This design comes from an exercise in tuning for small area on the open sky130 flow, not from production work.
Where RTL was checked, it was by simulation tests only, not by an equivalence proof against the original.
Power and IR drop assume default switching activity.

Setup of MS:
## parking_lot_top
module parking_lot_top (
	input logic clock,
	input logic reset,
	input logic park_req,
	input logic retrieve_req,
	input parking_pkg::plate_t order_plate,
	output parking_pkg::floor_t current_floor,
	output logic plate_type,
	output logic park_done,
	output parking_pkg::floor_t park_floor,
	output logic park_place,
	output logic car_out,
	output parking_pkg::plate_t car_out_plate,
	output parking_pkg::fee_t fee,
	output logic order_rejected,
	output logic order_dropped,
	output logic full_sedan,
	output logic full_suv
);
==> module order_queue, before the edit <==
module order_queue (
	input logic clock,
	input logic reset,
	input logic park_req,
	input logic retrieve_req,
	input parking_pkg::plate_t order_plate,
	input logic order_take,
	output logic order_valid,
	output parking_pkg::order_kind_t order_kind,
	output parking_pkg::plate_t order_plate_q,
	output logic order_dropped
);
	parking_pkg::plate_t plate_mem [0:parking_pkg::QUEUE_DEPTH-1];
	logic kind_mem [0:parking_pkg::QUEUE_DEPTH-1];
	logic [parking_pkg::QUEUE_DEPTH-1:0] rd_hot;
	logic rd_lap;
	logic [2:0] wr_ptr;
	logic wr_lap;
	logic [parking_pkg::QUEUE_DEPTH-1:0] wr_hot;
	logic same_slot;
	logic strobe;
	logic full;
	logic push;
	always_comb begin
		for (int i = 0; i < parking_pkg::QUEUE_DEPTH; i++)
			wr_hot[i] = (wr_ptr == 3'(i));
	end
	assign same_slot = |(rd_hot & wr_hot);
	assign strobe = park_req || retrieve_req;
	assign full = same_slot && (rd_lap != wr_lap);
	assign push = strobe && !full;
	assign order_valid = !(same_slot && (rd_lap == wr_lap));
	always_comb begin
		logic kind_q;
		kind_q = 1'b0;
		order_plate_q = '0;
		for (int i = 0; i < parking_pkg::QUEUE_DEPTH; i++) begin
			order_plate_q = order_plate_q | (plate_mem[i] & {16{rd_hot[i]}});
			kind_q = kind_q | (kind_mem[i] & rd_hot[i]);
		end
		order_kind = parking_pkg::order_kind_t'(kind_q);
	end
	always_ff @(posedge clock) begin
		for (int i = 0; i < parking_pkg::QUEUE_DEPTH; i++) begin
			if (push && wr_hot[i]) begin
				plate_mem[i] <= order_plate;
				kind_mem[i] <= retrieve_req;
			end
		end
	end
	always_ff @(posedge clock or posedge reset) begin
		if (reset) begin
			rd_hot <= 8'b0000_0001;
			rd_lap <= 1'b0;
			wr_ptr <= '0;
			wr_lap <= 1'b0;
			order_dropped <= 1'b0;
		end else begin
			order_dropped <= strobe && full;
			if (push)
				{wr_lap, wr_ptr} <= {wr_lap, wr_ptr} + 1'b1;
			if (order_take) begin  
				rd_hot <= {rd_hot[6:0], rd_hot[7]};
				rd_lap <= rd_lap ^ rd_hot[7];
			end
		end
	end
endmodule
clock: 10.0 ns
lec_check: 0
cap_margin: 20
core_margin: 2
core_utilization: 40
gpl_timing_driven: 0
slew_margin: 20
standard.sh (not shown) runs the stock make flow with config.mk's settings and CLKGATE_MAP_FILE= SYNTH_SCRIPT=/design/flow/synth_recipe.tcl, a recipe that flattens the netlist after the stock synthesis.
==> flow/flow/run.sh <==
#!/bin/bash
# Own layout flow: the standard ORFS flow (standard.sh) with these changes:
#  - ABC maps the logic with an area-oriented script (flow/abc_area.script) in
#    place of ORFS's speed script; every other synthesis step is unchanged, so
#    the registers, their names and cell types are the standard synthesis's;
#  - after synthesis, the platform's don't-use list is extended with the large
#    buffers and inverters (flow/dont_use.txt), so that repair fixes slew with
#    small buffers;
#  - the port buffers are buf_1 cells;
#  - CTS clusters up to 26 sinks per clkbuf_16 and inserts no dummy loads.
# Each make run's full output goes to a log file of its own in this folder.
set -euo pipefail
W=$(pwd)
rm -rf "$W/scripts"
cp -r "$FLOW_HOME/scripts" "$W/scripts"
cp "$W/flow/abc_area.script" "$W/scripts/abc_speed.script"
ARGS=("SCRIPTS_DIR=$W/scripts"
	"BUFFER_PORTS_ARGS=-buffer_cell sky130_fd_sc_hd__buf_1"
	"CTS_ARGS=-sink_clustering_enable -repair_clock_nets -dont_use_dummy_load -buf_list sky130_fd_sc_hd__clkbuf_16 -sink_clustering_size 26 -sink_clustering_max_diameter 100")
bash standard.sh "${ARGS[@]}" synth > "$W/synth.log" 2>&1
bash standard.sh "${ARGS[@]}" "DONT_USE_CELLS=$(cat "$W/flow/dont_use.txt")" finish > "$W/layout.log" 2>&1
Other scripts of this flow, unchanged in this note and not shown: flow/flow/abc_area.script, flow/flow/dont_use.txt
Per the final summary, MS finished and its layout is clean on timing, DRC and antenna.
Inputs modified between MS and JK:
diff --git a/flow/design.v b/flow/design.v
--- a/flow/design.v
+++ b/flow/design.v
@@ -35,59 +35,36 @@
 	output logic order_dropped
 );
 	parking_pkg::plate_t plate_mem [0:parking_pkg::QUEUE_DEPTH-1];
 	logic kind_mem [0:parking_pkg::QUEUE_DEPTH-1];
-	logic [parking_pkg::QUEUE_DEPTH-1:0] rd_hot;
-	logic rd_lap;
-	logic [2:0] wr_ptr;
-	logic wr_lap;
-	logic [parking_pkg::QUEUE_DEPTH-1:0] wr_hot;
-	logic same_slot;
+	logic [3:0] rd_ptr;
+	logic [3:0] wr_ptr;
 	logic strobe;
 	logic full;
 	logic push;
-	always_comb begin
-		for (int i = 0; i < parking_pkg::QUEUE_DEPTH; i++)
-			wr_hot[i] = (wr_ptr == 3'(i));
-	end
-	assign same_slot = |(rd_hot & wr_hot);
 	assign strobe = park_req || retrieve_req;
-	assign full = same_slot && (rd_lap != wr_lap);
+	assign full = (wr_ptr ^ rd_ptr) == 4'b1000;
 	assign push = strobe && !full;
-	assign order_valid = !(same_slot && (rd_lap == wr_lap));
-	always_comb begin
-		logic kind_q;
-		kind_q = 1'b0;
-		order_plate_q = '0;
-		for (int i = 0; i < parking_pkg::QUEUE_DEPTH; i++) begin
-			order_plate_q = order_plate_q | (plate_mem[i] & {16{rd_hot[i]}});
-			kind_q = kind_q | (kind_mem[i] & rd_hot[i]);
-		end
-		order_kind = parking_pkg::order_kind_t'(kind_q);
-	end
+	assign order_valid = (wr_ptr != rd_ptr);
+	assign order_kind = parking_pkg::order_kind_t'(kind_mem[rd_ptr[2:0]]);
+	assign order_plate_q = plate_mem[rd_ptr[2:0]];
 	always_ff @(posedge clock) begin
-		for (int i = 0; i < parking_pkg::QUEUE_DEPTH; i++) begin
-			if (push && wr_hot[i]) begin
-				plate_mem[i] <= order_plate;
-				kind_mem[i] <= retrieve_req;
-			end
+		if (push) begin
+			plate_mem[wr_ptr[2:0]] <= order_plate;
+			kind_mem[wr_ptr[2:0]] <= retrieve_req;
 		end
 	end
 	always_ff @(posedge clock or posedge reset) begin
 		if (reset) begin
-			rd_hot <= 8'b0000_0001;
-			rd_lap <= 1'b0;
+			rd_ptr <= '0;
 			wr_ptr <= '0;
-			wr_lap <= 1'b0;
 			order_dropped <= 1'b0;
 		end else begin
 			order_dropped <= strobe && full;
 			if (push)
-				{wr_lap, wr_ptr} <= {wr_lap, wr_ptr} + 1'b1;
-			if (order_take) begin  
-				rd_hot <= {rd_hot[6:0], rd_hot[7]};
-				rd_lap <= rd_lap ^ rd_hot[7];
-			end
+				wr_ptr <= wr_ptr + 1'b1;
+			if (order_take)  
+				rd_ptr <= rd_ptr + 1'b1;
 		end
 	end
 endmodule
 `timescale 1ns/100ps
## What came out
- Critical path launch point = queue_i.rd_hot[1]: MS; critical path launch point = queue_i.rd_ptr[0]: JK
- Comparing JK and MS, the lower fraction of synthesized area in multiplexers is on MS.
- Share of the cycle needed by the critical path after routing for JK is lower than for MS.
- Compared with MS, JK ends up with more cell area.
- Fmax, JK and MS, lower one = MS.
- Total power consumption of the routed design of JK exceeds that of MS by more than half.
- JK vs MS — wire length on met2 dropped 1500 microns.
Function not checked in MS: the RTL went through the layout flow alone.

==> static timing again, ports no longer ideal <==
The flow's constraints put no driver on any port. The routed layouts listed below were extracted and timed again, unchanged, in two steps.
Step 1, drivers: a clkbuf_16 drives clock and a buf_2 each remaining input, both assumed.
Step 2 adds t to the input delays and takes it off the output delays; t is the mean of the earliest and latest rising clock arrival at the registers after step 1. Input paths then give back, and output paths get back, about the clock's delay inside the block.
Three values: ideal ports, drivers, drivers and shift; two values: the first two.
run	t (ns)	setup WS [ns]	pins driven straight from the clock port
MS	0.632	2.156 / 2.091 / 2.723	1
JK	0.623	2.586 / 2.527 / 3.150	1
After both steps every run listed still meets setup and hold.
